Source: an optimization exercise on an open RTL-to-GDS flow (aim: small area, a short achievable clock period and few clock cycles per item). Production flows keep margins and buffers that such runs may drop. Where RTL was checked, it was by simulation tests only, not by an equivalence proof against the original. The RTL of runs 6 and 7 was laid out without a check of its function. No activity file was given, so power comes from the tool's default toggle rates.

**flow/config.mk**
```make
export PLATFORM = sky130hd
export DESIGN_NAME = sonar_range_proximity_blinker_unit
export DESIGN_NICKNAME = sonar_range_proximity_blinker_unit
export VERILOG_FILES = /design/flow/design.v
export SDC_FILE = /design/flow/constraint.sdc
export NUM_CORES = 4
export LEC_CHECK = 0
export ABC_AREA = 1
export ABC_CLOCK_PERIOD_IN_PS = 2000
export CAP_MARGIN = 20
export CORE_MARGIN = 2
export CORE_UTILIZATION = 40
export SETUP_SLACK_MARGIN = 4.3
export SLEW_MARGIN = 20
```
**flow/constraint.sdc**
```tcl
create_clock -name core_clock -period 7.0 [get_ports {clk}]
set_input_delay 1.4000 -clock core_clock [delete_from_list [all_inputs] [get_ports {clk}]]
set_output_delay 1.4000 -clock core_clock [all_outputs]
set_load 0.01 [all_outputs]
```
**flow/design.v**
```verilog
package srpb_pkg;
  localparam int COUNT_WIDTH = 16;
  localparam int VAL_WIDTH   = 16;
  localparam int CM_CFG_W    = 10;
  localparam int FRAC_BITS   = 10;
  localparam int CFG_IDX_W   = 3;
  localparam int CFG_DATA_W  = 16;
  localparam logic [FRAC_BITS-1:0] DIST_SCALE_Q10 = FRAC_BITS'(878);
  localparam logic [VAL_WIDTH-1:0] ECHO_LAST_INT  = VAL_WIDTH'(56191);
  localparam logic [FRAC_BITS-1:0] ECHO_LAST_FRAC = FRAC_BITS'(146);
  localparam logic [VAL_WIDTH-1:0] RST_TRIGGER_INTERVAL = VAL_WIDTH'(4000);
  localparam logic [CM_CFG_W-1:0]  RST_NEAR_LIMIT_CM    = CM_CFG_W'(10);
  localparam logic [CM_CFG_W-1:0]  RST_FAR_LIMIT_CM     = CM_CFG_W'(100);
  localparam logic [VAL_WIDTH-1:0] RST_NEAR_HALF_PERIOD = VAL_WIDTH'(2000);
  localparam logic [VAL_WIDTH-1:0] RST_FAR_HALF_PERIOD  = VAL_WIDTH'(20000);
  localparam logic [CM_CFG_W-1:0]  RST_TICKS_PER_CM     = CM_CFG_W'(200);
  localparam logic [VAL_WIDTH-1:0] RST_HALF_PERIOD      = VAL_WIDTH'(20000);
  typedef enum logic [CFG_IDX_W-1:0] {
    CFG_TRIGGER_INTERVAL = 3'd0,
    CFG_NEAR_LIMIT_CM    = 3'd1,
    CFG_FAR_LIMIT_CM     = 3'd2,
    CFG_NEAR_HALF_PERIOD = 3'd3,
    CFG_FAR_HALF_PERIOD  = 3'd4,
    CFG_TICKS_PER_CM     = 3'd5
  } srpb_cfg_idx_t;
  typedef struct packed {
    logic action;
    logic echo_level;
  } srpb_item_t;
  typedef struct packed {
    logic                 trigger_out;
    logic                 led_out;
    logic [VAL_WIDTH-1:0] distance_cm;
    logic                 distance_new;
  } srpb_result_t;
endpackage
module srpb_mul (
  input  logic [srpb_pkg::VAL_WIDTH-1:0] acc,
  input  logic [srpb_pkg::CM_CFG_W-1:0]  a,
  input  logic                           bit_i,
  output logic [srpb_pkg::VAL_WIDTH-1:0] acc_next
);
  localparam int VW = srpb_pkg::VAL_WIDTH;
  logic [VW:0] sum;
  assign sum      = {1'b0, acc[VW-2:0], 1'b0} + {1'b0, VW'(bit_i ? a : '0)};
  assign acc_next = (acc[VW-1] || sum[VW]) ? '1 : sum[VW-1:0];
endmodule
module sonar_range_proximity_blinker_unit (
  input  logic                                clk,
  input  logic                                rst,
  input  logic                                item_valid,
  output logic                                item_stall,
  input  srpb_pkg::srpb_item_t                item,
  output logic                                result_valid,
  input  logic                                result_stall,
  output srpb_pkg::srpb_result_t              result,
  input  logic                                cfg_valid,
  output logic                                cfg_ready,
  input  logic [srpb_pkg::CFG_IDX_W-1:0]      cfg_index,
  input  logic [srpb_pkg::CFG_DATA_W-1:0]     cfg_data
);
  localparam int CW = srpb_pkg::COUNT_WIDTH;
  localparam int VW = srpb_pkg::VAL_WIDTH;
  localparam int FB = srpb_pkg::FRAC_BITS;
  localparam int KW = srpb_pkg::CM_CFG_W;
  logic [VW-1:0] trigger_interval;
  logic [KW-1:0] near_limit_cm;
  logic [KW-1:0] far_limit_cm;
  logic [VW-1:0] near_half_period;
  logic [VW-1:0] far_half_period;
  logic [KW-1:0] ticks_per_cm;
  logic [CW-1:0] trigger_next;   
  logic          pulse_pending;
  logic          trigger_level;
  logic [VW-1:0] echo_int;       
  logic [FB-1:0] echo_frac;      
  logic [VW-1:0] distance_cm;
  logic [VW-1:0] half_period;
  logic [CW-1:0] blink_next;     
  logic          led_state;
  logic          distance_new;
  logic          h_tick;
  logic          h_rise;
  logic          h_fall;
  logic          e_valid;
  srpb_pkg::srpb_item_t e_item;
  logic          stall_q;        
  logic          pending;        
  logic          rv_q;           
  logic [3:0]    scale_left;     
  logic          busy;           
  logic          scale_bit;      
  logic          push;
  logic          res_ok;
  logic          proc;
  logic          do_tick;
  logic          do_rise;
  logic          do_fall;
  logic          head_free;
  srpb_pkg::srpb_item_t nh_item;
  logic          nh_valid;
  logic [CW-1:0] trigger_inc;
  logic [CW-1:0] blink_inc;
  logic          trigger_hit;
  logic          blink_hit;
  logic          echo_last;
  logic          echo_carry;
  logic          near_hit;
  logic          mid_hit;
  logic          will_scale;
  logic [3:0]    tpc_msb;
  logic          tpc_msb_bit;
  logic          scale_bit_next;
  logic [VW-1:0] scale_next;
  logic          busy_next;
  logic          pending_next;
  assign cfg_ready    = 1'b1;
  assign item_stall   = stall_q;
  assign result_valid = rv_q;
  assign result       = {trigger_level, led_state, distance_cm, distance_new};
  assign res_ok  = !(pending && result_stall);
  assign proc    = (h_tick || h_rise || h_fall) && !busy && res_ok;
  assign do_tick = h_tick && !busy && res_ok;
  assign do_rise = h_rise && !busy && res_ok;
  assign do_fall = h_fall && !busy && res_ok;
  assign push      = item_valid && !stall_q;
  assign head_free = !(h_tick || h_rise || h_fall) || proc;
  assign nh_valid  = e_valid || push;
  assign nh_item   = e_valid ? e_item : item;
  assign trigger_inc = trigger_next + CW'(1);
  assign blink_inc   = blink_next + CW'(1);
  assign trigger_hit = trigger_next >= trigger_interval;
  assign blink_hit   = blink_next >= half_period;
  assign echo_carry = echo_frac >= FB'(1024 - 878);
  assign echo_last  = (echo_int == srpb_pkg::ECHO_LAST_INT) &&
                      (echo_frac == srpb_pkg::ECHO_LAST_FRAC);
  assign near_hit = (echo_int[VW-1:KW] == '0) &&
                    ({echo_int[KW-1:0], |echo_frac} <= {near_limit_cm, 1'b0});
  assign mid_hit  = (echo_int[VW-1:KW] == '0) && (echo_int[KW-1:0] < far_limit_cm);
  always_comb begin
    tpc_msb     = 4'd0;
    tpc_msb_bit = 1'b0;
    for (int i = 1; i < KW; i++) begin
      if (ticks_per_cm[i]) begin
        tpc_msb     = 4'(i);
        tpc_msb_bit = ticks_per_cm[i-1];
      end
    end
  end
  assign will_scale = !near_hit && mid_hit && (tpc_msb != 4'd0);
  always_comb begin
    scale_bit_next = 1'b0;
    for (int i = 0; i < KW - 1; i++) begin
      if (scale_left == 4'(i + 2)) scale_bit_next = ticks_per_cm[i];
    end
    if (!busy) scale_bit_next = tpc_msb_bit;
  end
  srpb_mul u_mul (
    .acc      (half_period),
    .a        (distance_cm[KW-1:0]),
    .bit_i    (scale_bit),
    .acc_next (scale_next)
  );
  assign busy_next    = busy ? (scale_left != 4'd1) : (do_fall && will_scale);
  assign pending_next = proc || (pending && !(rv_q && !result_stall));
  always_ff @(posedge clk) begin
    if (rst) begin
      trigger_interval <= srpb_pkg::RST_TRIGGER_INTERVAL;
      near_limit_cm    <= srpb_pkg::RST_NEAR_LIMIT_CM;
      far_limit_cm     <= srpb_pkg::RST_FAR_LIMIT_CM;
      near_half_period <= srpb_pkg::RST_NEAR_HALF_PERIOD;
      far_half_period  <= srpb_pkg::RST_FAR_HALF_PERIOD;
      ticks_per_cm     <= srpb_pkg::RST_TICKS_PER_CM;
    end else if (cfg_valid) begin
      case (cfg_index)
        srpb_pkg::CFG_TRIGGER_INTERVAL: trigger_interval <= cfg_data;
        srpb_pkg::CFG_NEAR_LIMIT_CM:    near_limit_cm    <= cfg_data[KW-1:0];
        srpb_pkg::CFG_FAR_LIMIT_CM:     far_limit_cm     <= cfg_data[KW-1:0];
        srpb_pkg::CFG_NEAR_HALF_PERIOD: near_half_period <= cfg_data;
        srpb_pkg::CFG_FAR_HALF_PERIOD:  far_half_period  <= cfg_data;
        srpb_pkg::CFG_TICKS_PER_CM:     ticks_per_cm     <= cfg_data[KW-1:0];
        default: ;
      endcase
    end
  end
  always_ff @(posedge clk) begin
    if (rst) begin
      trigger_next  <= CW'(1);
      pulse_pending <= 1'b0;
      trigger_level <= 1'b0;
      echo_int      <= '0;
      echo_frac     <= '0;
      distance_cm   <= '0;
      half_period   <= srpb_pkg::RST_HALF_PERIOD;
      blink_next    <= CW'(1);
      led_state     <= 1'b0;
      distance_new  <= 1'b0;
      h_tick        <= 1'b0;
      h_rise        <= 1'b0;
      h_fall        <= 1'b0;
      e_valid       <= 1'b0;
      stall_q       <= 1'b0;
      pending       <= 1'b0;
      rv_q          <= 1'b0;
      scale_left    <= '0;
      busy          <= 1'b0;
    end else begin
      if (do_tick) begin
        trigger_next  <= trigger_hit ? CW'(1) : trigger_inc;
        pulse_pending <= trigger_hit;
        trigger_level <= trigger_hit || (trigger_level && !pulse_pending);
        blink_next    <= blink_hit ? CW'(1) : blink_inc;
        led_state     <= led_state ^ blink_hit;
        if (echo_last) begin
          echo_int  <= '0;
          echo_frac <= '0;
        end else begin
          if (echo_carry) echo_int <= echo_int + VW'(1);
          echo_frac <= echo_frac + srpb_pkg::DIST_SCALE_Q10;
        end
      end
      if (do_rise) begin
        echo_int  <= '0;
        echo_frac <= '0;
      end
      if (proc) distance_new <= do_fall;
      if (do_fall) begin
        distance_cm <= echo_int;
        if (near_hit)                half_period <= near_half_period;
        else if (!mid_hit)           half_period <= far_half_period;
        else if (ticks_per_cm == '0) half_period <= '0;
        else                         half_period <= echo_int;
        scale_left <= tpc_msb;
      end
      if (busy) begin
        half_period <= scale_next;
        scale_left  <= scale_left - 4'd1;
      end
      busy    <= busy_next;
      pending <= pending_next;
      rv_q    <= pending_next && !busy_next;
      if (head_free) begin
        h_tick  <= nh_valid && !nh_item.action;
        h_rise  <= nh_valid && nh_item.action && nh_item.echo_level;
        h_fall  <= nh_valid && nh_item.action && !nh_item.echo_level;
        e_valid <= e_valid && push;
        stall_q <= e_valid && push;
      end else begin
        e_valid <= e_valid || push;
        stall_q <= e_valid || push;
      end
    end
  end
  always_ff @(posedge clk) begin
    if (push && (e_valid || !head_free)) e_item <= item;
    scale_bit <= scale_bit_next;
  end
endmodule
```
**flow/flow/run.sh**
```bash
#!/bin/bash
# The standard layout, with the port buffers made from plain buffers
# (sky130_fd_sc_hd__buf_4) instead of the delay cell buffer_ports picks by default
set -euo pipefail
bash standard.sh "BUFFER_PORTS_ARGS=-buffer_cell sky130_fd_sc_hd__buf_4" finish > flow.log 2>&1
```
**flow/standard.sh**
```bash
#!/bin/bash
# synth_recipe.tcl (not shown) runs the flow's synth.tcl, then flattens the netlist and writes it again
# the make line also repeats each setting of config.mk as NAME=value (left out here)
make -C /OpenROAD-flow-scripts/flow DESIGN_CONFIG=/design/flow/config.mk WORK_HOME=/design/flow/orfs CLKGATE_MAP_FILE= SYNTH_SCRIPT=/design/flow/synth_recipe.tcl "${@:-finish}"
```
==> results of run 1 <==
-- routing by layer --
metal / global-route usage, % / vias up / routed length [um]
li1: - / 4763 / -
met1: 30.5 / 4329 / 13500
met2: 34.8 / 245 / 12700
met3: 3.00 / 32 / 1370
met4: 5.07 / 0 / 463
met5: 0 / - / 0
-- power by group through the flow --
stage	combinational, uW	clock (uW)	sequential, uW
6_report	775	998	1280
5_1_grt	884	1070	1290
4_1_cts	747	1020	1280
3_5_place_dp	729	0	1300
3_3_place_gp	719	0	1300
2_1_floorplan	518	0	1280
-- repair_timing --
action,4_1_cts,5_1_grt
cloned,1,1
pin swaps,0,0
endpoints found under the setup margin,116,72
gates resized for setup,14,15
setup buffers,0,3
-- layout by cell type (no fill, tap or decap), types with 4 or more instances in the layout --
cell type,instances
inv_6,5
nor2_1,119
o21ai_0,116
nand2_2,4
clkinv_2,4
nand3_1,88
xnor2_1,9
nand4_1,32
nor3b_1,4
inv_1,173
clkinvlp_4,4
inv_8,5
clkbuf_16,17
nand2_1,290
buf_4,50
ha_1,68
nor3_1,25
dfxtp_1,182
a21oi_1,129
o211ai_1,21
nor4_1,7
nor2_4,5
nand3b_1,10
a211oi_1,4
nor2_2,7
xor2_1,25
-- flip-flops by register name, summed over array words and instances, names as in the netlist, 2 cells and up --
name / flops
blink_next: 16
distance_cm: 16
echo_int: 16
far_half_period: 16
half_period: 16
near_half_period: 16
trigger_interval: 16
trigger_next: 16
far_limit_cm: 10
near_limit_cm: 10
ticks_per_cm: 10
echo_frac: 9
scale_left: 4
e_item: 2
-- cell families after synthesis --
family	Yosys count	share of synthesized area [%]
other cells	1	0.0370
simple gates	612	27.2
xor+xnor	34	2.94
fa+ha+maj	69	8.60
compound gates	288	15.2
buf+inv	232	9.08
mux	2	0.198
flops	185	36.8
-- area by class of cell --
class	count	area (um2)	share of cell area [%]
clock inverters	14	159	1.39
inverters	184	723	6.33
well taps	330	413	3.61
multi-input cells	1007	5550	48.6
flip-flops and latches	185	3720	32.6
repair buffers	52	407	3.56
repair inverters	1	7.51	0.0657
clock buffers	18	439	3.84
-- worst max-delay path, cell delays in order --
cell and delay (ns):
buf_4 0.11, nand2_2 0.18, nand3_4 0.12, buf_12 0.16, clkinv_1 0.06, nand2_2 0.18
inv_4 0.21, nand2_1 0.12, nor2_2 0.16, xor2_1 0.17, nor2_1 0.06
-- per-stage QoR --
step	total power [uW]	instance area, um2	hold slack [ns]	utilization, %	std cells
CTS	3040	11300	0.454	45.3	1787
floorplan	1800	10100	0.421	-	1423
global placement	2010	10700	0.443	42.7	1754
detailed placement	2020	10700	0.442	42.7	1754
global route	3250	11400	0.470	45.6	1791
finish	3050	11400	0.452	45.6	1791
-- final timing paths --
check,depth (start not counted),slack (ns),endpoint,start
setup / recovery,11,4.37,echo_int[8],result_stall
hold reg to reg,2,0.45,far_half_period[8],far_half_period[8]
hold / removal,2,0.45,far_half_period[8],far_half_period[8]
setup reg to reg,12,4.49,half_period[5],echo_int[9]
==> flow_metrics.env, run 1 <==
export IMPL_outcome="no timing/DRC/antenna violations"
export IMPL_synth_edf_count=2
export IMPL_gp_congestion=0.902
export IMPL_cp_end_kind="flip-flop"
export IMPL_drive_above_1_share_pct=9.17
export IMPL_p_sw_uw=1050
export IMPL_critPathLaunchType="input port"
export IMPL_totalWireLength_um=28000
export IMPL_worstSetupPathType="in2reg"
export IMPL_worst_slew_pin_transition_ns=0.838
export IMPL_ys_types=53
export IMPL_yosys_top_cells_count="294 x nand2_1, 183 x dfxtp_1, 175 x inv_1"
export IMPL_grt_first_pass_wirelength_um=45300
export IMPL_syn_mean_instance_area_um2=7.12
export IMPL_drt_wirelength_per_cell_um=15.6
export IMPL_synth_area_um2=10100
export IMPL_yosysWarningCount=1
export IMPL_p_seq_share_pct=41.9
export IMPL_cts_path_max_buffers=2
export IMPL_nets=1543
export IMPL_tns_ns=0
export IMPL_rsz0062_at_grt="true"
export IMPL_first_pass_iters=7
export IMPL_num_vias=9369
export IMPL_die_h_um=163
export IMPL_finalHoldViolations=0
export IMPL_cp_max_fo=15
export IMPL_power_density_nw_per_um2=267
export IMPL_fin_skew_ns=0.0112
export IMPL_path_clk_slew_ns=0.07
export IMPL_synth_top_cell_by_area="dfxtp_1"
export IMPL_syn2layout_area_growth_pct=12.9
export IMPL_arrival_ns=2.94
export IMPL_ys_ff_latch=185
export IMPL_viasPerCell=5.23
export IMPL_slew_viol_final=0
export IMPL_antenna_found_initial=0
export IMPL_p_sw_share_pct=34.4
export IMPL_drt_iter0_drc=787
export IMPL_htreeDepth=4
export IMPL_io_buffers=46
export IMPL_fmax_mhz=380
export IMPL_grt_pass1_vias=8525
export IMPL_p_comb_share_pct=25.4
export IMPL_coreArea_um2=25000
export IMPL_place_worst_setup_slack_ns=3.26
export IMPL_grt_start_max_net_pins=48
export IMPL_setup_slack_ns=4.37
export IMPL_cts_root_buf="clkbuf_16"
export IMPL_relSlewSlack_pct=44.0
export IMPL_cts_hold_buffers=0
export IMPL_synth_top_cell_area_share_pct=36.2
export IMPL_p_clk_share_pct=32.7
export IMPL_synth_most_common_cell="nand2_1"
export IMPL_synthesis_nets=1518
export IMPL_start_util_pct=40.4
export IMPL_ant_nets=0
export IMPL_synth_area_top_cells="dfxtp_1 36%, nand2_1 11%, ha_1 8.4%, inv_1 6.5%, a21oi_1 6.4%"
export IMPL_cts_tree="done"
export IMPL_ir_drop_mv=0.150
export IMPL_gr_usage_all_layers_pct=21.5
export IMPL_final_setup_viol_count=0
export IMPL_numCtsBuffers=17
export IMPL_insertion_delay_ns=0.44
export IMPL_hpwlAfterDp_um=19800
export IMPL_p_int_uw=2000
export IMPL_period_needed_ns=2.63
export IMPL_die_area_um2=26600
export IMPL_period_share_pct=37.6
export IMPL_grt_overflow=0
export IMPL_diodes=0
export IMPL_min_path_type="reg2reg"
export IMPL_synthCells=1423
export IMPL_async_flop_share_pct=0
export IMPL_rows=58
export IMPL_cp_data_required_time_ns=7.31
export IMPL_ys_flop_type="dfxtp_1"
export IMPL_drc_errors=0
export IMPL_cap_viol_max_count=0
export IMPL_n_fill_cell=2580
export IMPL_clock_sinks=185
export IMPL_p_leak_uw=0.00496
export IMPL_die_x_um=163
export IMPL_boundaryPins=48
export IMPL_ys_seq_area_share_pct=36.8
Testbench counts, summed over its fixed seeds: cycles 96,228, items 96,000.
==> run 2: changes to the inputs <==
--- a/flow/config.mk
+++ b/flow/config.mk
@@ -6,5 +6,4 @@
 export NUM_CORES = 4
 export LEC_CHECK = 0
-export ABC_AREA = 1
 export ABC_CLOCK_PERIOD_IN_PS = 2000
 export CAP_MARGIN = 20
==> run 2 against run 1 <==
  * Routed wire length shrank 2.2%
  * Critical path depth shrank 6
  * Highest routed layer unchanged
  * Clock-buffer cell count grew 3
  * Combinational power shrank 78%
  * Clock skew shrank 0.00095 ns
  * Register-to-register slack lost 0.06 ns
  * Cell count shrank 11%
  * Non-clock buffer count grew 8
  * Cell area shrank 2.0%
  * Synthesized cell count shrank 14%
==> flow_metrics.env, run 2 <==
export IMPL_outcome="no timing/DRC/antenna violations"
export IMPL_arrival_ns=2.98
export IMPL_io_buffers=46
export IMPL_cp_end_kind="flip-flop"
export IMPL_wl_met2_um=12600
export IMPL_antenna_found_initial=0
export IMPL_cp_slowest_cell="and3_1"
export IMPL_cp_cell_sequence="buf_4 > nor2b_1 > and3_1 > nand2_1 > a21oi_1"
export IMPL_drt_iter0_drc=756
export IMPL_ys_seq_area_share_pct=37.7
export IMPL_boundaryPins=48
export IMPL_yosysWarningCount=1
export IMPL_syn_mean_instance_area_um2=8.04
export IMPL_gp_congestion=0.855
export IMPL_rsz0062_at_grt="false"
export IMPL_cts_root_buf="clkbuf_16"
export IMPL_max_stage_delay_ns=0.70
export IMPL_yosys_top_cells_count="250 x nand2_1, 183 x dfxtp_1, 107 x a21oi_1"
export IMPL_ys_ff_latch=185
export IMPL_p_leak_uw=0.00439
export IMPL_final_cells=1590
export IMPL_insertion_delay_ns=0.43
export IMPL_clock_sinks=185
export IMPL_place_worst_setup_slack_ns=3.17
export IMPL_grt_start_max_net_pins=72
export IMPL_period_needed_ns=2.63
export IMPL_die_h_um=161
export IMPL_worstSetupPathType="in2reg"
export IMPL_rr_startpoint="scale_bit"
export IMPL_ys_flop_type="dfxtp_1"
export IMPL_power_density_nw_per_um2=197
export IMPL_top_layer_used="met4"
export IMPL_synthCells=1230
export IMPL_ir_drop_mv=0.118
export IMPL_final_setup_viol_count=0
export IMPL_drt_wirelength_per_cell_um=17.2
export IMPL_rows=57
export IMPL_die_area_um2=26000
export IMPL_worst_path_buf_inv=1
export IMPL_cp_startpoint="cfg_valid"
export IMPL_htreeDepth=4
export IMPL_cp_data_required_time_ns=7.36
export IMPL_cts_tree="done"
export IMPL_relSlewSlack_pct=28.7
export IMPL_wl_met1_um=13000
export IMPL_synth_most_common_cell="nand2_1"
export IMPL_cp_max_fo=17
export IMPL_path_clk_slew_ns=0.07
export IMPL_die_x_um=161
export IMPL_hpwlAfterDp_um=18700
export IMPL_viasPerCell=5.41
export IMPL_syn2layout_area_growth_pct=13.3
export IMPL_coreArea_um2=24300
export IMPL_first_pass_iters=6
export IMPL_totalWireLength_um=27400
export IMPL_setup_slack_ns=4.37
export IMPL_synth_edf_count=2
export IMPL_grt_overflow=0
export IMPL_nets=1349
export IMPL_post_place_cells=1548
export IMPL_layout_common_cells="249 x nand2_1, 177 x dfxtp_1, 106 x a21oi_1, 74 x inv_1, 71 x nor2_1"
export IMPL_synth_area_um2=9880
export IMPL_synthesis_nets=1325
export IMPL_grt_pass1_vias=8200
export IMPL_worst_slew_pin_transition_ns=1.07
export IMPL_synth_top_cell_area_share_pct=37.1
export IMPL_start_util_pct=40.6
export IMPL_drive_above_1_share_pct=11.8
export IMPL_numCtsBuffers=17
export IMPL_ys_types=86
export IMPL_layout_commonest_cell="nand2_1"
export IMPL_grt_first_pass_wirelength_um=44300
export IMPL_cts_hold_buffers=0
export IMPL_met3WireLength_um=1140
export IMPL_cap_viol_max_count=0
export IMPL_ant_nets=0
export IMPL_reg2reg_depth=10
export IMPL_holdCritStartpoint="near_half_period[12]"
export IMPL_drc_errors=0
export IMPL_async_flop_share_pct=0
export IMPL_min_path_type="reg2reg"
export IMPL_num_vias=8609
export IMPL_cp_depth=5
export IMPL_tns_ns=0
export IMPL_fmax_mhz=381
export IMPL_period_share_pct=37.5
export IMPL_min_path_cells=2
export IMPL_synth_top_cell_by_area="dfxtp_1"
export IMPL_fin_skew_ns=0.0103
export IMPL_critPathLaunchType="input port"
export IMPL_finalHoldViolations=0
export IMPL_slew_viol_final=0
export IMPL_crit_family="simple AND/OR/NAND/NOR gates"
export IMPL_synth_area_top_cells="dfxtp_1 37%, nand2_1 9.5%, ha_1 8.6%, a21oi_1 5.4%, inv_1 2.8%"
export IMPL_gr_usage_all_layers_pct=21.4
export IMPL_cts_path_max_buffers=2
export IMPL_diodes=0
==> run 2: cell types whose count changed after synthesis, sizes merged, moves of 14 or more <==
cell    before  now
nand4       33   19
a21oi      130  108
nand2      295  253
o21ai      120   36
a211oi       4   25
and2         2   18
inv        182   74
nor2       131   73
nand3       93   39
xnor2        9   31
==> run 2: routing by layer <==
metal  track usage, %  up-vias
met4             6.82        0
met1             29.1     4051
met3             3.60       34
li1                 -     4349
met2             34.8      175
met5                0        -
==> run 2: kinds of logic after synthesis <==
group                    count (synthesis)  synth area share, %
multiplexers                             3                0.443
adder cells (fa/ha/maj)                 69                 8.81
flip-flops                             185                 37.7
other                                    1               0.0379
XOR/XNOR                                60                 5.32
buffers and inverters                  131                 5.42
AND/OR/NAND/NOR                        495                 22.9
AO/OA/AOI/OAI                          286                 19.4
==> run 2: final timing paths <==
check	slack [ns]	endpoint
max	4.37	near_half_period[14]
max reg2reg	4.43	half_period[12]
min	0.45	near_half_period[12]
min reg2reg	0.45	near_half_period[12]
==> run 2: final cells by class <==
| cell class | count | area (um2) |
|---|---|---|
| multi-input cells | 916 | 5770 |
| inverters | 74 | 278 |
| clock inverters | 10 | 96.3 |
| well taps | 324 | 405 |
| fillers | 2436 | 13100 |
| clock buffers | 21 | 460 |
| repair buffers | 60 | 454 |
| flip-flops and latches | 185 | 3730 |
==> run 2: per-stage QoR <==
step	total power, uW	util, %	cell area, um2	hold slack (ns)
finish	2210	46.1	11200	0.454
global route	2290	46.1	11200	0.472
CTS	2220	45.5	11100	0.452
detailed placement	1290	42.9	10400	0.443
global placement	1290	42.9	10400	0.438
floorplan	1230	-	9900	0.432
==> run 2: worst min-delay path: stages, from the launching register on <==
cell,delay (ns)
dfxtp_1,0.31
nand2_1,0.05
a21oi_1,0.05
==> run 2: timing repair <==
action,in CTS,in global routing
gates resized for setup,11,26
buffers inserted,4,5
pin swaps,3,11
cloned,2,0
endpoints found under the setup margin,78,47
==> run 2: power breakdown <==
part / leakage (uW) / internal, uW / total (uW) / switching [uW]
sequential: 0.00150 / 1080 / 1100 / 24.0
clock: 0.000262 / 508 / 930 / 422
combinational: 0.00262 / 64.0 / 174 / 110
==> run 3: changes to the inputs <==
==> flow/flow/run.sh (replaced) <==
#!/bin/bash
# The standard layout, with the port buffers made from plain buffers
# (sky130_fd_sc_hd__buf_2) instead of the delay cell buffer_ports picks by default
set -euo pipefail
bash standard.sh "BUFFER_PORTS_ARGS=-buffer_cell sky130_fd_sc_hd__buf_2" finish > flow.log 2>&1
==> run 3 against run 2 <==
  * Synthesized area unchanged
  * Clock-buffer cell count down 4
  * Still clean on timing, DRC and antenna
  * Synthesized cell count unchanged
  * Critical path type unchanged
  * Largest cell class unchanged
  * Routed wire length down 0.66%
==> flow_metrics.env, run 3 <==
export IMPL_cts_root_buf="clkbuf_16"
export IMPL_cts_tree="done"
export IMPL_syn_mean_instance_area_um2=8.04
export IMPL_outcome="no timing/DRC/antenna violations"
export IMPL_yosysWarningCount=1
export IMPL_synth_top_family_by_area="simple AND/OR/NAND/NOR gates"
export IMPL_final_cells=1588
export IMPL_numCtsBuffers=17
export IMPL_start_util_pct=40.6
export IMPL_num_vias=8567
export IMPL_layout_common_cells="249 x nand2_1, 178 x dfxtp_1, 106 x a21oi_1, 74 x inv_1, 70 x nor2_1"
export IMPL_synthCells=1230
export IMPL_period_needed_ns=2.63
export IMPL_ir_drop_mv=0.122
export IMPL_diodes=0
export IMPL_fin_skew_ns=0.0122
export IMPL_clock_sinks=185
export IMPL_drc_errors=0
export IMPL_min_path_cells=2
export IMPL_arrival_ns=2.98
export IMPL_gr_usage_all_layers_pct=21.0
export IMPL_nets=1346
export IMPL_power_density_nw_per_um2=205
export IMPL_synth_edf_count=2
export IMPL_cts_path_max_buffers=2
export IMPL_relSlewSlack_pct=26.9
export IMPL_htreeDepth=4
export IMPL_rows=57
export IMPL_grt_start_max_net_pins=85
export IMPL_ys_flop_type="dfxtp_1"
export IMPL_die_area_um2=26000
export IMPL_finalHoldViolations=0
export IMPL_cp_data_required_time_ns=7.35
export IMPL_cp_end_kind="flip-flop"
export IMPL_multi_input_area_um2=5770
export IMPL_synth_top_cell_by_area="dfxtp_1"
export IMPL_worstSetupPathType="in2reg"
export IMPL_rsz0062_at_grt="true"
export IMPL_totalWireLength_um=27200
export IMPL_worst_slew_pin_transition_ns=1.10
export IMPL_ys_seq_area_share_pct=37.7
export IMPL_boundaryPins=48
export IMPL_gp_congestion=0.861
export IMPL_hpwlAfterDp_um=18500
export IMPL_syn2layout_area_growth_pct=13.6
export IMPL_grt_pass1_vias=8356
export IMPL_p_leak_uw=0.00446
export IMPL_synth_most_common_cell="nand2_1"
export IMPL_cap_viol_max_count=0
export IMPL_grt_first_pass_wirelength_um=44000
export IMPL_regArea_um2=3730
export IMPL_synthSimpleGateAreaFrac_pct=22.9
export IMPL_synth_adder_area_share_pct=8.81
export IMPL_async_flop_share_pct=0
export IMPL_synth_mux_area_fraction_pct=0.443
export IMPL_coreArea_um2=24300
export IMPL_synthesis_nets=1325
export IMPL_drt_iter0_drc=722
export IMPL_grt_overflow=0
export IMPL_die_h_um=161
export IMPL_crit_family="simple AND/OR/NAND/NOR gates"
export IMPL_ant_nets=0
export IMPL_synth_compound_area_share_pct=19.4
export IMPL_ff2ff_setup_slack_ns=4.39
export IMPL_min_to="far_half_period[1]"
export IMPL_max_stage_delay_ns=0.24
export IMPL_n_fill_cell=2396
export IMPL_post_place_cells=1548
export IMPL_holdCritStartpoint="far_half_period[1]"
export IMPL_drive_above_1_share_pct=11.8
export IMPL_synthXorXnorAreaFrac_pct=5.32
export IMPL_tns_ns=0
export IMPL_synth_top_cell_area_share_pct=37.1
export IMPL_ys_ff_latch=185
export IMPL_synth_area_top_cells="dfxtp_1 37%, nand2_1 9.5%, ha_1 8.6%, a21oi_1 5.4%, inv_1 2.8%"
export IMPL_min_path_type="reg2reg"
export IMPL_worst_path_buf_inv=2
export IMPL_period_share_pct=37.6
export IMPL_fmax_mhz=380
export IMPL_first_pass_iters=4
export IMPL_ys_types=86
export IMPL_cp_slowest_cell="and4_4"
export IMPL_synth_area_um2=9880
export IMPL_insertion_delay_ns=0.44
export IMPL_cp_cell_sequence="buf_2 > a21oi_4 > and2_4 > buf_12 > and4_4 > nand4_1 > nor2_1 > xnor2_1 > a211oi_1"
export IMPL_worst_r2r_endpoint="half_period[12]"
export IMPL_drt_wirelength_per_cell_um=17.1
export IMPL_yosys_top_cells_count="250 x nand2_1, 183 x dfxtp_1, 107 x a21oi_1"
export IMPL_antenna_found_initial=0
export IMPL_path_clk_slew_ns=0.07
export IMPL_cp_max_fo=10
export IMPL_reg2reg_depth=8
export IMPL_io_buffers=46
export IMPL_rr_startpoint="echo_int[4]"
export IMPL_critPathLaunchType="input port"
export IMPL_final_setup_viol_count=0
export IMPL_slew_viol_final=0
export IMPL_layout_commonest_cell="nand2_1"
export IMPL_die_x_um=161
export IMPL_viasPerCell=5.39
-- run 3: routing by layer --
layer  part of all wire, %  global-route usage [%]
met2                    47                    35.9
met1                    47                    27.5
met4                   1.6                    5.44
met5                     0                       0
met3                   4.4                    3.70
-- run 3: what timing repair did --
action                                  in CTS  in global routing
endpoints found under the setup margin      78                 84
cloned                                       1                  2
pin swaps                                    4                  6
resized for setup                           17                 26
hold buffers                                 0                  0
buffers inserted                             2                  3
-- run 3: cell families after synthesis --
group / after synthesis
compound gates: 286
flops: 185
xor+xnor: 60
fa+ha+maj: 69
other cells: 1
simple gates: 495
mux: 3
buf+inv: 131
-- run 3: report_power, final --
part | switching [uW] | internal (uW)
sequential | 23.2 | 1080
combinational | 109 | 63.8
clock | 458 | 571
total | 590 | 1710
-- run 3: cell type report --
| class | count | area share, % |
|---|---|---|
| Multi-Input combinational cell | 914 | 51.4 |
| Clock buffer | 17 | 3.79 |
| Timing Repair Buffer | 59 | 3.80 |
| Sequential cell | 185 | 33.2 |
| Clock inverter | 15 | 1.67 |
| Tap cell | 324 | 3.61 |
| Inverter | 74 | 2.47 |
-- run 3: worst reg2reg max path, stage by stage, from the launching register on --
cell,delay (ns)
dfxtp_1,0.61
ha_1,0.34
or3_1,0.34
o21ai_0,0.07
a21oi_1,0.09
o211ai_4,0.36
nand2_4,0.21
a311oi_2,0.37
a2111oi_2,0.08
-- run 3: through the flow --
step | setup slack, ns | utilization, % | hold slack (ns) | total power, uW | area, um2
2_1_floorplan | 4.29 | - | 0.432 | 1230 | 9900
3_3_place_gp | 3.38 | 42.4 | 0.440 | 1280 | 10300
3_5_place_dp | 3.37 | 42.4 | 0.444 | 1280 | 10300
4_1_cts | 4.27 | 45.4 | 0.455 | 2310 | 11000
5_1_grt | 4.24 | 46.2 | 0.478 | 2390 | 11200
6_report | 4.37 | 46.2 | 0.453 | 2300 | 11200
-- run 3: worst max-delay path by stage --
stage	slack, ns	end	cells past startpoint	startpoint
after floorplan	4.29	echo_int[10]	7	result_stall
after global placement	3.38	echo_frac[2]	6	result_stall
after detailed placement	3.37	echo_frac[2]	6	result_stall
after CTS	4.27	echo_frac[2]	7	rst
after global routing	4.24	half_period[13]	11	scale_bit
final	4.37	trigger_next[14]	9	result_stall
==> run 4: changes to the inputs <==
--- a/flow/config.mk
+++ b/flow/config.mk
@@ -10,4 +10,5 @@
 export CORE_MARGIN = 2
 export CORE_UTILIZATION = 40
+export CTS_BUF_LIST = sky130_fd_sc_hd__clkbuf_4 sky130_fd_sc_hd__clkbuf_8
 export SETUP_SLACK_MARGIN = 4.3
 export SLEW_MARGIN = 20
==> run 4 against run 3 <==
  * Global-route usage decreased by 0.32 points
  * Die area unchanged
  * Clock skew increased by 0.00086 ns
  * Highest routed layer unchanged
  * Via count decreased by 0.35%
  * Non-clock buffer count decreased by 4
  * Largest cell class unchanged
  * Cell area decreased by 2.8%
  * Critical path depth unchanged
  * Core utilization decreased by 1.3 points
  * Routed wire length decreased by 2.5%
  * Synthesized cell count unchanged
  * Cell count decreased by 0.25%
==> flow_metrics.env, run 4 <==
export IMPL_rows=57
export IMPL_min_path_type="reg2reg"
export IMPL_rsz0062_at_grt="true"
export IMPL_nets=1342
export IMPL_yosysWarningCount=1
export IMPL_p_comb_share_pct=8.0
export IMPL_ys_seq_area_share_pct=37.7
export IMPL_clock_sinks=185
export IMPL_syn_mean_instance_area_um2=8.04
export IMPL_cts_path_max_buffers=2
export IMPL_drc_errors=0
export IMPL_slew_viol_final=0
export IMPL_insertion_delay_ns=0.48
export IMPL_p_sw_share_pct=27.1
export IMPL_grt_first_pass_wirelength_um=43300
export IMPL_drive_above_1_share_pct=11.2
export IMPL_place_area_um2=10300
export IMPL_arrival_ns=3.01
export IMPL_p_int_uw=1500
export IMPL_boundaryPins=48
export IMPL_gp_congestion=0.861
export IMPL_num_vias=8537
export IMPL_htreeDepth=4
export IMPL_fin_skew_ns=0.0130
export IMPL_period_share_pct=37.5
export IMPL_p_clk_share_pct=38.4
export IMPL_io_buffers=46
export IMPL_yosys_top_cells_count="250 x nand2_1, 183 x dfxtp_1, 107 x a21oi_1"
export IMPL_drt_wirelength_per_cell_um=16.7
export IMPL_path_clk_slew_ns=0.10
export IMPL_critPathLaunchType="input port"
export IMPL_grt_pass1_vias=8271
export IMPL_gr_usage_all_layers_pct=20.7
export IMPL_drt_iter0_drc=677
export IMPL_die_area_um2=26000
export IMPL_cp_startpoint="result_stall"
export IMPL_synthesis_nets=1325
export IMPL_start_util_pct=40.6
export IMPL_async_flop_share_pct=0
export IMPL_cp_max_fo=20
export IMPL_die_h_um=161
export IMPL_p_leak_uw=0.00429
export IMPL_hpwlAfterDp_um=18500
export IMPL_synth_top_cell_by_area="dfxtp_1"
export IMPL_synth_top_cell_area_share_pct=37.1
export IMPL_cp_end_kind="flip-flop"
export IMPL_cts_hold_buffers=0
export IMPL_layout_commonest_cell="nand2_1"
export IMPL_coreArea_um2=24300
export IMPL_final_setup_viol_count=0
export IMPL_rr_startpoint="echo_int[11]"
export IMPL_final_area_um2=10900
export IMPL_ir_drop_mv=0.125
export IMPL_relSlewSlack_pct=27.5
export IMPL_p_total_uw=2060
export IMPL_tns_ns=0
export IMPL_layout_common_cells="249 x nand2_1, 178 x dfxtp_1, 106 x a21oi_1, 74 x inv_1, 71 x nor2_1"
export IMPL_ys_types=86
export IMPL_worst_slew_pin_transition_ns=1.09
export IMPL_finalHoldViolations=0
export IMPL_synth_most_common_cell="nand2_1"
export IMPL_totalWireLength_um=26500
export IMPL_p_sw_uw=557
export IMPL_antenna_found_initial=0
export IMPL_synth_area_um2=9880
export IMPL_synthCells=1230
export IMPL_synth_area_top_cells="dfxtp_1 37%, nand2_1 9.5%, ha_1 8.6%, a21oi_1 5.4%, inv_1 2.8%"
export IMPL_power_density_nw_per_um2=188
export IMPL_outcome="no timing/DRC/antenna violations"
export IMPL_cts_tree="done"
export IMPL_die_x_um=161
export IMPL_grt_overflow=0
export IMPL_cap_viol_max_count=0
export IMPL_viasPerCell=5.39
export IMPL_cts_root_buf="clkbuf_8"
export IMPL_p_seq_share_pct=53.6
export IMPL_syn2layout_area_growth_pct=10.4
export IMPL_cp_data_required_time_ns=7.39
export IMPL_ys_ff_latch=185
export IMPL_first_pass_iters=5
export IMPL_final_cells=1584
export IMPL_synth_edf_count=2
export IMPL_grt_start_max_net_pins=85
export IMPL_worstSetupPathType="in2reg"
export IMPL_fmax_mhz=381
export IMPL_ys_flop_type="dfxtp_1"
export IMPL_holdCritStartpoint="far_half_period[0]"
export IMPL_diodes=0
export IMPL_post_place_cells=1548
export IMPL_numCtsBuffers=17
export IMPL_ant_nets=0
export IMPL_period_needed_ns=2.63
[run 4: metal layers]
metal / global-route usage [%] / vias up / share of wire, %
met4: 5.44 / 0 / 1.5
li1: - / 4328 / -
met5: 0 / - / 0
met1: 27.2 / 4020 / 48
met3: 3.34 / 24 / 3.9
met2: 35.4 / 165 / 47
[run 4: cell families (layout without fill, tap and decap cells)]
family                     Yosys count  after routing  share of synthesized area, %
other                                1              1                        0.0379
AOI/OAI and AO/OA                  286            286                          19.4
and+or+nand+nor                    495            495                          22.9
buffers and inverters              131            161                          5.42
adders and majority gates           69             69                          8.81
xor gates and xnor gates            60             60                          5.32
muxes                                3              3                         0.443
DFF                                185            185                          37.7
[run 4: final cells by class]
| cell class | count | area (um2) |
|---|---|---|
| Fill cell | 2434 | 13400 |
| Inverter | 74 | 278 |
| Clock buffer | 17 | 234 |
| Sequential cell | 185 | 3730 |
| Tap cell | 324 | 405 |
| Timing Repair Buffer | 55 | 344 |
| Multi-Input combinational cell | 914 | 5730 |
| Clock inverter | 15 | 188 |
[run 4: power by group through the flow]
stage	clock (uW)	combinational, uW	sequential [uW]
after global placement	0	156	1120
after floorplan	0	110	1120
after global routing	854	184	1100
final	789	165	1100
after CTS	808	161	1100
after detailed placement	0	157	1130
[run 4: worst max-delay path: stages]
cell and delay, ns:
buf_2 0.13, a21oi_4 0.18, and2_4 0.20, buf_12 0.16
and4_4 0.25, nand4_1 0.20, nor2_1 0.19, xnor2_1 0.08
a211oi_1 0.21
[run 4: per-stage QoR]
step,worst slack (ns),hold WS [ns],utilization (%)
4_1_cts,4.21,0.459,44.5
5_1_grt,4.25,0.482,44.9
6_report,4.37,0.458,44.9
3_3_place_gp,3.38,0.440,42.4
2_1_floorplan,4.29,0.432,-
3_5_place_dp,3.37,0.444,42.4
[run 4: final timing paths]
kind	to	depth (start not counted)	slack, ns
worst max-delay path	trigger_next[14]	9	4.37
worst min-delay path	far_half_period[0]	2	0.46
worst max register to register	half_period[12]	6	4.39
worst min register to register	far_half_period[0]	2	0.46
[run 4: timing repair]
action,CTS,global route
gates resized for setup,13,19
endpoints found under the setup margin,72,69
gates cloned,0,1
buffers inserted,2,1
pin swaps,2,2
==> run 5: changes to the inputs <==
--- a/flow/config.mk
+++ b/flow/config.mk
@@ -10,5 +10,6 @@
 export CORE_MARGIN = 2
 export CORE_UTILIZATION = 40
-export CTS_BUF_LIST = sky130_fd_sc_hd__clkbuf_4 sky130_fd_sc_hd__clkbuf_8
+export CTS_BUF_LIST = sky130_fd_sc_hd__clkbuf_8
+export PLACE_DENSITY = 0.75
 export SETUP_SLACK_MARGIN = 4.3
 export SLEW_MARGIN = 20
==> run 5 against run 4 <==
  * Clock-buffer cell count rose by 2
  * Register-to-register slack barely moved
  * Combinational power barely moved
  * First-iteration DRC count rose by 38%
  * Highest routed layer unchanged
==> flow_metrics.env, run 5 <==
export IMPL_syn_mean_instance_area_um2=8.04
export IMPL_fmax_mhz=383
export IMPL_antenna_found_initial=2
export IMPL_start_util_pct=40.6
export IMPL_grt_overflow=0
export IMPL_syn2layout_area_growth_pct=10.1
export IMPL_drt_iter0_drc=934
export IMPL_hpwlAfterDp_um=18100
export IMPL_grt_first_pass_wirelength_um=42500
export IMPL_p_total_uw=2030
export IMPL_worst_slew_pin_transition_ns=1.03
export IMPL_worst_r2r_endpoint="half_period[12]"
export IMPL_totalWireLength_um=26300
export IMPL_cp_end_kind="flip-flop"
export IMPL_n_fill_cell=2382
export IMPL_ys_seq_area_share_pct=37.7
export IMPL_cp_cell_sequence="buf_2 > a21oi_4 > and2_1 > buf_4 > o21ai_0 > a211o_1 > and3_1"
export IMPL_path_clk_slew_ns=0.09
export IMPL_slew_viol_final=0
export IMPL_post_place_cells=1547
export IMPL_synth_edf_count=2
export IMPL_clock_sinks=185
export IMPL_nets=1346
export IMPL_rsz0062_at_grt="true"
export IMPL_synthSimpleGateAreaFrac_pct=22.9
export IMPL_insertion_delay_ns=0.49
export IMPL_gr_usage_all_layers_pct=20.4
export IMPL_outcome="no timing/DRC/antenna violations"
export IMPL_ff2ff_setup_slack_ns=4.40
export IMPL_min_to="near_half_period[12]"
export IMPL_finalHoldViolations=0
export IMPL_period_needed_ns=2.61
export IMPL_synth_area_top_cells="dfxtp_1 37%, nand2_1 9.5%, ha_1 8.6%, a21oi_1 5.4%, inv_1 2.8%"
export IMPL_p_leak_uw=0.00428
export IMPL_cts_root_buf="clkbuf_8"
export IMPL_synth_top_family_by_area="simple AND/OR/NAND/NOR gates"
export IMPL_synthCells=1230
export IMPL_coreArea_um2=24300
export IMPL_whs_ns=0.453
export IMPL_numCtsBuffers=17
export IMPL_grt_start_max_net_pins=80
export IMPL_htreeDepth=4
export IMPL_ir_drop_mv=0.116
export IMPL_tns_ns=0
export IMPL_synthXorXnorAreaFrac_pct=5.32
export IMPL_final_setup_viol_count=0
export IMPL_cp_max_fo=29
export IMPL_min_path_cells=2
export IMPL_layout_commonest_cell="nand2_1"
export IMPL_ant_nets=0
export IMPL_drive_above_1_share_pct=11.0
export IMPL_critPathLaunchType="input port"
export IMPL_final_area_um2=10900
export IMPL_holdCritStartpoint="near_half_period[12]"
export IMPL_die_h_um=161
export IMPL_cts_tree="done"
export IMPL_ys_types=86
export IMPL_io_buffers=46
export IMPL_drc_errors=0
export IMPL_period_share_pct=37.3
export IMPL_synth_compound_area_share_pct=19.4
export IMPL_worstSetupPathType="in2reg"
export IMPL_viasPerCell=5.57
export IMPL_first_pass_iters=5
export IMPL_worst_path_buf_inv=2
export IMPL_cp_data_required_time_ns=7.38
export IMPL_synth_most_common_cell="nand2_1"
export IMPL_cts_path_max_buffers=2
export IMPL_layout_common_cells="249 x nand2_1, 179 x dfxtp_1, 107 x a21oi_1, 77 x inv_1, 71 x nor2_1"
export IMPL_cts_hold_buffers=0
export IMPL_reg2reg_depth=9
export IMPL_yosys_top_cells_count="250 x nand2_1, 183 x dfxtp_1, 107 x a21oi_1"
export IMPL_place_area_um2=10300
export IMPL_min_path_type="reg2reg"
export IMPL_num_vias=8864
export IMPL_ys_ff_latch=185
export IMPL_relSlewSlack_pct=31.4
export IMPL_async_flop_share_pct=0
export IMPL_fin_skew_ns=0.0116
export IMPL_synth_area_um2=9880
export IMPL_ys_flop_type="dfxtp_1"
export IMPL_final_cells=1590
export IMPL_synthesis_nets=1325
export IMPL_crit_family="compound AO/OA/AOI/OAI gates"
export IMPL_cap_viol_max_count=0
export IMPL_synth_top_cell_by_area="dfxtp_1"
export IMPL_yosysWarningCount=1
export IMPL_max_stage_delay_ns=0.33
export IMPL_rows=57
export IMPL_cp_slowest_cell="buf_4"
export IMPL_power_density_nw_per_um2=186
export IMPL_synth_mux_area_fraction_pct=0.443
export IMPL_gp_congestion=0.868
export IMPL_die_x_um=161
export IMPL_rr_startpoint="echo_int[0]"
export IMPL_die_area_um2=26000
export IMPL_boundaryPins=48
export IMPL_drt_wirelength_per_cell_um=16.5
export IMPL_grt_pass1_vias=8240
export IMPL_synth_top_cell_area_share_pct=37.1
export IMPL_regArea_um2=3730
export IMPL_multi_input_area_um2=5720
export IMPL_arrival_ns=2.99
export IMPL_synth_adder_area_share_pct=8.81
-- run 5: cell counts after synthesis --
No cell type changed its count.
-- run 5: worst max-delay path by stage --
stage | slack, ns | from | to | cells past startpoint
3_3_place_gp | 3.24 | result_stall | echo_int[10] | 8
3_5_place_dp | 3.24 | result_stall | echo_int[15] | 8
5_1_grt | 4.23 | distance_cm[1] | half_period[11] | 11
6_report | 4.39 | result_stall | rv_q | 7
4_1_cts | 4.31 | scale_bit | half_period[11] | 11
2_1_floorplan | 4.29 | result_stall | echo_int[10] | 7
-- run 5: per-layer routing --
metal / GRT usage (%) / share of wire [%] / vias to the layer above
met1: 27.0 / 45 / 4136
met3: 4.44 / 7.5 / 53
met2: 32.6 / 45 / 337
li1: - / - / 4338
met4: 7.51 / 2.9 / 0
met5: 0 / 0 / -
-- run 5: layout make-up --
class                   instances  share of cell area, %
inverters                      74                   2.55
clock inverters                13                   1.41
well taps                     324                   3.72
flip-flops and latches        185                   34.3
multi-input cells             916                   52.6
repair buffers                 57                   3.01
diodes                          2                 0.0460
clock buffers                  19                   2.40
-- run 5: power breakdown --
| group | leakage (uW) | internal (uW) | total [uW] | switching, uW |
|---|---|---|---|---|
| registers | 0.00150 | 1080 | 1100 | 23.8 |
| clock network | 0.000208 | 369 | 759 | 390 |
| logic | 0.00257 | 59.1 | 166 | 106 |
-- run 5: tightest hold or removal path: stages, from the launching register on --
cell	delay, ns
dfxtp_1	0.31
nand2_1	0.05
a21oi_1	0.05
-- run 5: kinds of logic after synthesis --
group | Yosys count
simple gates | 495
compound gates | 286
flops | 185
buf+inv | 131
fa+ha+maj | 69
xor+xnor | 60
mux | 3
other cells | 1
-- run 5: through the flow --
step / util [%] / setup WS, ns
floorplan: - / 4.29
global placement: 42.4 / 3.24
detailed placement: 42.4 / 3.24
CTS: 44.4 / 4.31
global route: 44.7 / 4.23
finish: 44.8 / 4.39
-- run 5: repair_timing --
action / in CTS / in global routing
pin swaps: 3 / 4
gates cloned: 2 / 0
gates resized for setup: 9 / 16
setup endpoints to repair: 76 / 23
setup buffers: 3 / 4
==> run 6: changes to the inputs <==
--- a/flow/design.v
+++ b/flow/design.v
@@ -39,10 +39,11 @@
   input  logic [srpb_pkg::CM_CFG_W-1:0]  a,
   input  logic                           bit_i,
-  output logic [srpb_pkg::VAL_WIDTH-1:0] acc_next
+  output logic [srpb_pkg::VAL_WIDTH-1:0] sum,
+  output logic                           ovf
 );
   localparam int VW = srpb_pkg::VAL_WIDTH;
-  logic [VW:0] sum;
-  assign sum      = {1'b0, acc[VW-2:0], 1'b0} + {1'b0, VW'(bit_i ? a : '0)};
-  assign acc_next = (acc[VW-1] || sum[VW]) ? '1 : sum[VW-1:0];
+  logic carry;
+  assign {carry, sum} = {1'b0, acc[VW-2:0], 1'b0} + {1'b0, VW'(bit_i ? a : '0)};
+  assign ovf          = acc[VW-1] || carry;
 endmodule
 module sonar_range_proximity_blinker_unit (
@@ -77,4 +78,5 @@
   logic [VW-1:0] distance_cm;
   logic [VW-1:0] half_period;
+  logic          half_ovf;       
   logic [CW-1:0] blink_next;     
   logic          led_state;
@@ -112,5 +114,6 @@
   logic          tpc_msb_bit;
   logic          scale_bit_next;
-  logic [VW-1:0] scale_next;
+  logic [VW-1:0] scale_sum;
+  logic          scale_ovf;
   logic          busy_next;
   logic          pending_next;
@@ -131,5 +134,5 @@
   assign blink_inc   = blink_next + CW'(1);
   assign trigger_hit = trigger_next >= trigger_interval;
-  assign blink_hit   = blink_next >= half_period;
+  assign blink_hit   = half_ovf ? (blink_next == '1) : (blink_next >= half_period);
   assign echo_carry = echo_frac >= FB'(1024 - 878);
   assign echo_last  = (echo_int == srpb_pkg::ECHO_LAST_INT) &&
@@ -157,8 +160,9 @@
   end
   srpb_mul u_mul (
-    .acc      (half_period),
-    .a        (distance_cm[KW-1:0]),
-    .bit_i    (scale_bit),
-    .acc_next (scale_next)
+    .acc   (half_period),
+    .a     (distance_cm[KW-1:0]),
+    .bit_i (scale_bit),
+    .sum   (scale_sum),
+    .ovf   (scale_ovf)
   );
   assign busy_next    = busy ? (scale_left != 4'd1) : (do_fall && will_scale);
@@ -193,4 +197,5 @@
       distance_cm   <= '0;
       half_period   <= srpb_pkg::RST_HALF_PERIOD;
+      half_ovf      <= 1'b0;
       blink_next    <= CW'(1);
       led_state     <= 1'b0;
@@ -231,8 +236,10 @@
         else if (ticks_per_cm == '0) half_period <= '0;
         else                         half_period <= echo_int;
+        half_ovf <= 1'b0;
         scale_left <= tpc_msb;
       end
       if (busy) begin
-        half_period <= scale_next;
+        half_period <= scale_sum;
+        half_ovf    <= half_ovf || scale_ovf;
         scale_left  <= scale_left - 4'd1;
       end
==> flow/flow/run.sh (replaced) <==
#!/bin/bash
# The standard layout, with the port buffers made from plain buffers
# (sky130_fd_sc_hd__buf_4) instead of the delay cell buffer_ports picks by default
set -euo pipefail
bash standard.sh "BUFFER_PORTS_ARGS=-buffer_cell sky130_fd_sc_hd__buf_4" finish > flow.log 2>&1
--- a/flow/config.mk
+++ b/flow/config.mk
@@ -6,10 +6,9 @@
 export NUM_CORES = 4
 export LEC_CHECK = 0
+export ABC_AREA = 1
 export ABC_CLOCK_PERIOD_IN_PS = 2000
 export CAP_MARGIN = 20
 export CORE_MARGIN = 2
 export CORE_UTILIZATION = 40
-export CTS_BUF_LIST = sky130_fd_sc_hd__clkbuf_8
-export PLACE_DENSITY = 0.75
 export SETUP_SLACK_MARGIN = 4.3
 export SLEW_MARGIN = 20
==> run 6 against run 5 <==
  * Synthesized area is 6.9% higher
  * Register-to-register slack better by 0.12 ns
  * Combinational power rose to 2.8 times the previous value
  * Routed wire length up 9.2%
  * Global-route usage up 0.52 points
  * Non-clock buffer count decreased by 3
  * Cell count increased by 20%
  * Via count rose by 10%
  * Clock-buffer cell count up 1
==> flow_metrics.env, run 6 <==
export IMPL_p_sw_share_pct=29.5
export IMPL_die_area_um2=27700
export IMPL_cap_viol_max_count=0
export IMPL_drive_above_1_share_pct=8.06
export IMPL_yosysWarningCount=1
export IMPL_worst_path_buf_inv=2
export IMPL_ys_types=48
export IMPL_synthCells=1543
export IMPL_grt_first_pass_wirelength_um=46800
export IMPL_drt_wirelength_per_cell_um=15.0
export IMPL_start_util_pct=40.7
export IMPL_outcome="no timing/DRC/antenna violations"
export IMPL_p_clk_share_pct=38.1
export IMPL_async_flop_share_pct=0
export IMPL_worstSetupPathType="in2reg"
export IMPL_totalWireLength_um=28700
export IMPL_synth_edf_count=2
export IMPL_final_area_um2=11800
export IMPL_nets=1657
export IMPL_synth_top_cell_by_area="dfxtp_1"
export IMPL_cp_slowest_cell="a31oi_1"
export IMPL_period_share_pct=36.8
export IMPL_gp_congestion=0.837
export IMPL_diodes=0
export IMPL_place_area_um2=11100
export IMPL_crit_family="compound AO/OA/AOI/OAI gates"
export IMPL_tns_ns=0
export IMPL_synthSimpleGateAreaFrac_pct=29.3
export IMPL_viasPerCell=5.11
export IMPL_coreArea_um2=26000
export IMPL_cts_hold_buffers=0
export IMPL_p_comb_share_pct=17.1
export IMPL_htreeDepth=4
export IMPL_layout_commonest_cell="nand2_1"
export IMPL_layout_common_cells="321 x nand2_1, 205 x inv_1, 180 x dfxtp_1, 158 x nor2_1"
export IMPL_grt_start_max_net_pins=75
export IMPL_drc_errors=0
export IMPL_arrival_ns=2.92
export IMPL_insertion_delay_ns=0.43
export IMPL_cts_tree="done"
export IMPL_synth_most_common_cell="nand2_1"
export IMPL_cp_max_fo=25
export IMPL_gr_usage_all_layers_pct=20.9
export IMPL_slew_viol_final=0
export IMPL_hpwlAfterDp_um=20500
export IMPL_period_needed_ns=2.58
export IMPL_rows=59
export IMPL_final_setup_viol_count=0
export IMPL_synth_compound_area_share_pct=13.8
export IMPL_cts_root_buf="clkbuf_16"
export IMPL_p_seq_share_pct=44.7
export IMPL_power_density_nw_per_um2=226
export IMPL_grt_overflow=0
export IMPL_num_vias=9767
export IMPL_rsz0062_at_grt="true"
export IMPL_p_total_uw=2670
export IMPL_path_clk_slew_ns=0.07
export IMPL_n_fill_cell=2716
export IMPL_ys_flop_type="dfxtp_1"
export IMPL_cp_end_kind="flip-flop"
export IMPL_die_x_um=167
export IMPL_cp_data_required_time_ns=7.35
export IMPL_fin_skew_ns=0.0108
export IMPL_synth_area_um2=10600
export IMPL_max_stage_delay_ns=0.54
export IMPL_relSlewSlack_pct=55.7
export IMPL_ys_ff_latch=186
export IMPL_drt_iter0_drc=635
export IMPL_cts_path_max_buffers=2
export IMPL_io_buffers=46
export IMPL_synth_top_cell_area_share_pct=34.9
export IMPL_p_int_uw=1880
export IMPL_finalHoldViolations=0
export IMPL_ir_drop_mv=0.123
export IMPL_cp_cell_sequence="buf_4 > a31oi_1 > clkinvlp_4 > a21oi_1"
export IMPL_numCtsBuffers=17
export IMPL_fmax_mhz=388
export IMPL_ys_seq_area_share_pct=35.4
export IMPL_syn2layout_area_growth_pct=12.0
export IMPL_die_h_um=167
export IMPL_synthesis_nets=1638
export IMPL_p_sw_uw=787
export IMPL_ant_nets=0
export IMPL_yosys_top_cells_count="323 x nand2_1, 208 x inv_1, 184 x dfxtp_1"
export IMPL_antenna_found_initial=0
export IMPL_synth_mux_area_fraction_pct=0.189
export IMPL_critPathLaunchType="input port"
export IMPL_synthXorXnorAreaFrac_pct=2.90
export IMPL_grt_pass1_vias=8929
export IMPL_p_leak_uw=0.00537
export IMPL_min_path_type="reg2reg"
export IMPL_synth_top_family_by_area="simple AND/OR/NAND/NOR gates"
export IMPL_first_pass_iters=6
export IMPL_synth_adder_area_share_pct=8.24
export IMPL_worst_slew_pin_transition_ns=0.661
export IMPL_boundaryPins=48
export IMPL_clock_sinks=186
export IMPL_syn_mean_instance_area_um2=6.85
export IMPL_synth_area_top_cells="dfxtp_1 35%, nand2_1 11%, ha_1 8.1%, inv_1 7.4%, nand3_1 6.0%"
## run 6: power groups by stage
stage	Sequential, uW	Clock, uW	Combinational, uW
floorplan	1200	0	310
global placement	1220	0	432
detailed placement	1220	0	438
CTS	1190	1040	456
global route	1200	1090	516
finish	1190	1020	457
## run 6: cell families (layout without fill, tap and decap cells)
| group | count (synthesis) | after routing |
|---|---|---|
| compound gates | 278 | 278 |
| xor+xnor | 35 | 35 |
| fa+ha+maj | 69 | 69 |
| buf+inv | 271 | 302 |
| flops | 186 | 186 |
| mux | 2 | 2 |
| other cells | 1 | 1 |
| simple gates | 701 | 702 |
## run 6: cell type report
cell class / instances / area [um2] / area share [%]
sequential: 186 / 3750 / 31.7
inverter: 215 / 831 / 7.02
clock inverter: 12 / 164 / 1.39
tap: 335 / 419 / 3.54
multi-input combinational: 1087 / 5790 / 49.0
timing repair inverter: 1 / 7.51 / 0.0634
clock buffer: 20 / 457 / 3.86
timing repair buffer: 54 / 413 / 3.49
## run 6: metal layers
| metal | vias to the layer above | track usage (%) | part of all wire [%] | wire, um |
|---|---|---|---|---|
| li1 | 5044 | - | - | - |
| met2 | 193 | 34.4 | 47 | 13500 |
| met1 | 4489 | 28.3 | 47 | 13400 |
| met3 | 41 | 2.66 | 3.8 | 1080 |
| met4 | 0 | 6.97 | 2.4 | 694 |
| met5 | - | 0 | 0 | 0 |
## run 6: worst reg2reg max path, cell delays in order (launching register included)
cell	delay, ns
dfxtp_1	0.57
ha_1	0.31
nand2_1	0.08
inv_1	0.06
nand2_1	0.06
nand2_1	0.04
nand2_1	0.05
nand3_1	0.07
nand2_2	0.33
nand2_2	0.34
nand2_1	0.15
nand3_1	0.15
nand2_1	0.10
nand2_1	0.05
nand2_1	0.06
## run 6: final timing paths
path                  startpoint                  end  slack (ns)  cells after the start
max                          rst          echo_int[1]        4.42                      4
min          near_half_period[7]  near_half_period[7]        0.45                      2
max reg2reg          echo_int[4]      half_period[10]        4.52                     14
min reg2reg  near_half_period[7]  near_half_period[7]        0.45                      2
## run 6: stage by stage
stage	hold WS, ns	instances	worst slack, ns	util, %
6_report	0.449	1910	4.42	45.5
5_1_grt	0.473	1910	4.28	45.5
4_1_cts	0.451	1910	4.31	45.4
3_5_place_dp	0.434	1873	3.48	42.8
3_3_place_gp	0.430	1873	3.56	42.8
2_1_floorplan	0.420	1543	4.41	-
## run 6: what timing repair did
| item | 4_1_cts | 5_1_grt |
|---|---|---|
| buffers inserted | 3 | 0 |
| hold endpoints to repair | 0 | 0 |
| resized for setup | 12 | 12 |
| pin swaps | 1 | 0 |
| gates cloned | 2 | 0 |
| setup endpoints to repair | 103 | 67 |
==> run 7: changes to the inputs <==
--- a/flow/config.mk
+++ b/flow/config.mk
@@ -6,5 +6,4 @@
 export NUM_CORES = 4
 export LEC_CHECK = 0
-export ABC_AREA = 1
 export ABC_CLOCK_PERIOD_IN_PS = 2000
 export CAP_MARGIN = 20
==> run 7 against run 6 <==
  * Synthesized cell count is 21% lower
  * Cell area is 5.6% lower
  * Routed wire length down 5.7%
  * Combinational power fell by 58%
  * Clock-buffer cell count is 3 lower
  * Non-clock buffer count increased by 9
  * Global-route usage is 0.29 points higher
  * Die area shrank 7.2%
  * Largest cell class unchanged
  * Largest power group unchanged
  * Highest routed layer unchanged
==> flow_metrics.env, run 7 <==
export IMPL_outcome="no timing/DRC/antenna violations"
export IMPL_drive_above_1_share_pct=10.7
export IMPL_die_h_um=160
export IMPL_worst_slew_pin_transition_ns=0.977
export IMPL_start_util_pct=40.5
export IMPL_grt_first_pass_wirelength_um=43400
export IMPL_cp_cell_sequence="ha_1 > a221o_1 > or3_1 > o22ai_4 > nand2_1 > o221a_2"
export IMPL_synth_most_common_cell="nand2_1"
export IMPL_ys_ff_latch=186
export IMPL_regArea_um2=3750
export IMPL_synth_adder_area_share_pct=8.90
export IMPL_synth_area_um2=9780
export IMPL_holdCritStartpoint="far_half_period[1]"
export IMPL_synth_top_cell_area_share_pct=37.6
export IMPL_first_pass_iters=5
export IMPL_path_clk_slew_ns=0.08
export IMPL_synthSimpleGateAreaFrac_pct=22.5
export IMPL_io_buffers=46
export IMPL_ant_nets=0
export IMPL_async_flop_share_pct=0
export IMPL_die_area_um2=25700
export IMPL_boundaryPins=48
export IMPL_ys_flop_type="dfxtp_1"
export IMPL_syn_mean_instance_area_um2=8.03
export IMPL_ys_seq_area_share_pct=38.3
export IMPL_grt_use_met2_pct=33.9
export IMPL_synth_top_cell_by_area="dfxtp_1"
export IMPL_tns_ns=0
export IMPL_synthCells=1219
export IMPL_numCtsBuffers=17
export IMPL_layout_common_cells="231 x nand2_1, 177 x dfxtp_1, 101 x a21oi_1, 89 x nor2_1, 71 x inv_1"
export IMPL_ir_drop_mv=0.134
export IMPL_synth_top_family_by_area="simple AND/OR/NAND/NOR gates"
export IMPL_num_vias=8521
export IMPL_insertion_delay_ns=0.44
export IMPL_grt_start_max_net_pins=61
export IMPL_coreArea_um2=24200
export IMPL_slew_viol_final=0
export IMPL_gr_usage_all_layers_pct=21.2
export IMPL_yosysWarningCount=1
export IMPL_ys_types=74
export IMPL_p_leak_uw=0.00425
export IMPL_synthXorXnorAreaFrac_pct=5.55
export IMPL_cp_data_required_time_ns=7.31
export IMPL_period_needed_ns=2.60
export IMPL_relSlewSlack_pct=34.3
export IMPL_cp_slowest_cell="dfxtp_2"
export IMPL_cp_startpoint="echo_int[9]"
export IMPL_synth_edf_count=2
export IMPL_grt_met1_usage_pct=28.8
export IMPL_synth_compound_area_share_pct=18.2
export IMPL_arrival_ns=2.91
export IMPL_cp_end_kind="flip-flop"
export IMPL_drc_errors=0
export IMPL_drt_wirelength_per_cell_um=17.1
export IMPL_busiest_layer="met2"
export IMPL_totalWireLength_um=27000
export IMPL_clock_sinks=186
export IMPL_gp_congestion=0.859
export IMPL_viasPerCell=5.39
export IMPL_power_density_nw_per_um2=204
export IMPL_drt_iter0_drc=745
export IMPL_period_share_pct=37.1
export IMPL_min_path_type="reg2reg"
export IMPL_hpwlAfterDp_um=19300
export IMPL_cp_max_fo=9
export IMPL_synthesis_nets=1314
export IMPL_fin_skew_ns=0.0276
export IMPL_yosys_top_cells_count="232 x nand2_1, 184 x dfxtp_1, 102 x a21oi_1"
export IMPL_rsz0062_at_grt="true"
export IMPL_nets=1338
export IMPL_grt_pass1_vias=8143
export IMPL_cts_tree="done"
export IMPL_htreeDepth=4
export IMPL_finalHoldViolations=0
export IMPL_grt_overflow=0
export IMPL_layout_commonest_cell="nand2_1"
export IMPL_critPathLaunchType="flip-flop"
export IMPL_use_met3_pct=3.87
export IMPL_whs_ns=0.454
export IMPL_fmax_mhz=385
export IMPL_antenna_found_initial=0
export IMPL_cts_root_buf="clkbuf_16"
export IMPL_cts_hold_buffers=0
export IMPL_worstSetupPathType="reg2reg"
export IMPL_final_setup_viol_count=0
export IMPL_rows=57
export IMPL_synth_area_top_cells="dfxtp_1 38%, nand2_1 8.9%, ha_1 8.7%, a21oi_1 5.2%, nor2_1 3.5%"
export IMPL_multi_input_area_um2=5660
export IMPL_max_stage_delay_ns=0.51
export IMPL_diodes=0
export IMPL_n_fill_cell=2382
export IMPL_syn2layout_area_growth_pct=14.1
export IMPL_cap_viol_max_count=0
export IMPL_die_x_um=160
export IMPL_cts_path_max_buffers=2
export IMPL_synth_mux_area_fraction_pct=1.23
export IMPL_rr_startpoint="echo_int[9]"
[run 7: cell types whose count changed in the layout (fill, tap and decap cells not counted), moves of 9 or more]
cell and change:
nand4_1 -9, a21oi_1 -22, nor2_1 -69, nand2_1 -90, and3_1 +10, xnor2_1 +30, a211oi_1 +30, o21a_1 +11
o21ai_0 -101, mux2i_1 +10, nand3_1 -86, nor3_1 +13, inv_1 -134
[run 7: logic make-up after synthesis]
logic type / Yosys count
fa+ha+maj: 69
mux: 12
flops: 186
compound gates: 269
other cells: 1
buf+inv: 131
xor+xnor: 62
simple gates: 489
[run 7: metal layers]
layer | up-vias | part of all wire, %
met3 | 38 | 4.5
met1 | 3988 | 48
met2 | 208 | 45
met5 | - | 0
li1 | 4287 | -
met4 | 0 | 2.3
[run 7: worst paths after layout]
kind,endpoint,slack [ns],cells past startpoint
worst min register to register,far_half_period[1],0.45,2
worst max register to register,half_period[4],4.40,6
worst min-delay path,far_half_period[1],0.45,2
worst max-delay path,half_period[4],4.40,6
[run 7: cell type report]
type	count	area share (%)
multi-input cells	902	50.7
flip-flops and latches	186	33.6
repair buffers	63	4.30
clock buffers	17	3.81
well taps	324	3.63
inverters	73	2.51
clock inverters	15	1.43
[run 7: through the flow]
step | instance area [um2] | setup WS, ns | utilization [%] | cells | power, uW
detailed placement | 10400 | 3.30 | 42.9 | 1537 | 1320
CTS | 11000 | 4.32 | 45.6 | 1569 | 2290
global route | 11200 | 4.27 | 46.2 | 1580 | 2370
global placement | 10400 | 3.36 | 42.9 | 1537 | 1320
finish | 11200 | 4.40 | 46.2 | 1580 | 2280
floorplan | 9820 | 4.30 | - | 1219 | 1260
[run 7: where the power goes]
group	leakage, uW	switching, uW	total, uW	internal [uW]
clock	0.000286	462	968	506
sequential	0.00151	30.0	1120	1090
combinational	0.00246	123	194	70.4
[run 7: worst max-delay path, delay by kind of cell, from the launching register on]
kind,cells,cell delay (ns)
AOI/OAI and AO/OA,3,1.01
adders and majority gates,1,0.32
DFF,1,0.51
and+or+nand+nor,2,0.62
[run 7: what timing repair did]
| action | in CTS | in global routing |
|---|---|---|
| hold endpoints to repair | 0 | 0 |
| pin swaps | 0 | 2 |
| setup buffers | 0 | 11 |
| setup endpoints to repair | 70 | 29 |
| gates resized for setup | 18 | 13 |

## afterwards: timing with drivers on the ports
The flow's constraints put no driver on any port. The routed layouts listed below were extracted and timed again, unchanged, in two steps.
Step 1, drivers: a clkbuf_16 drives clk and a buf_2 each remaining input, both assumed.
Step 2 times the ports against the registers' clock, not the clock port: input delays grow and output delays shrink by t, the midpoint of the rising clock arrivals with the driver on.
a / b / c = ideal / step 1 / step 2; a / b = the first two.
| run | t, ns | setup slack, ns |
|---|---|---|
| run 1 | 0.484 | 4.371 / 4.397 / 3.913 |
| run 2 | 0.475 | 4.373 / 4.388 / 3.913 |
| run 3 | 0.482 | 4.369 / 4.384 / 3.902 |
| run 4 | 0.510 | 4.373 / 4.389 / 3.884 |
| run 5 | 0.525 | 4.389 / 4.405 / 3.889 |
| run 6 | 0.468 | 4.422 / 4.446 / 3.978 |
| run 7 | 0.481 | 4.404 / 4.404 / 3.959 |
After both steps every run listed still meets setup and hold.
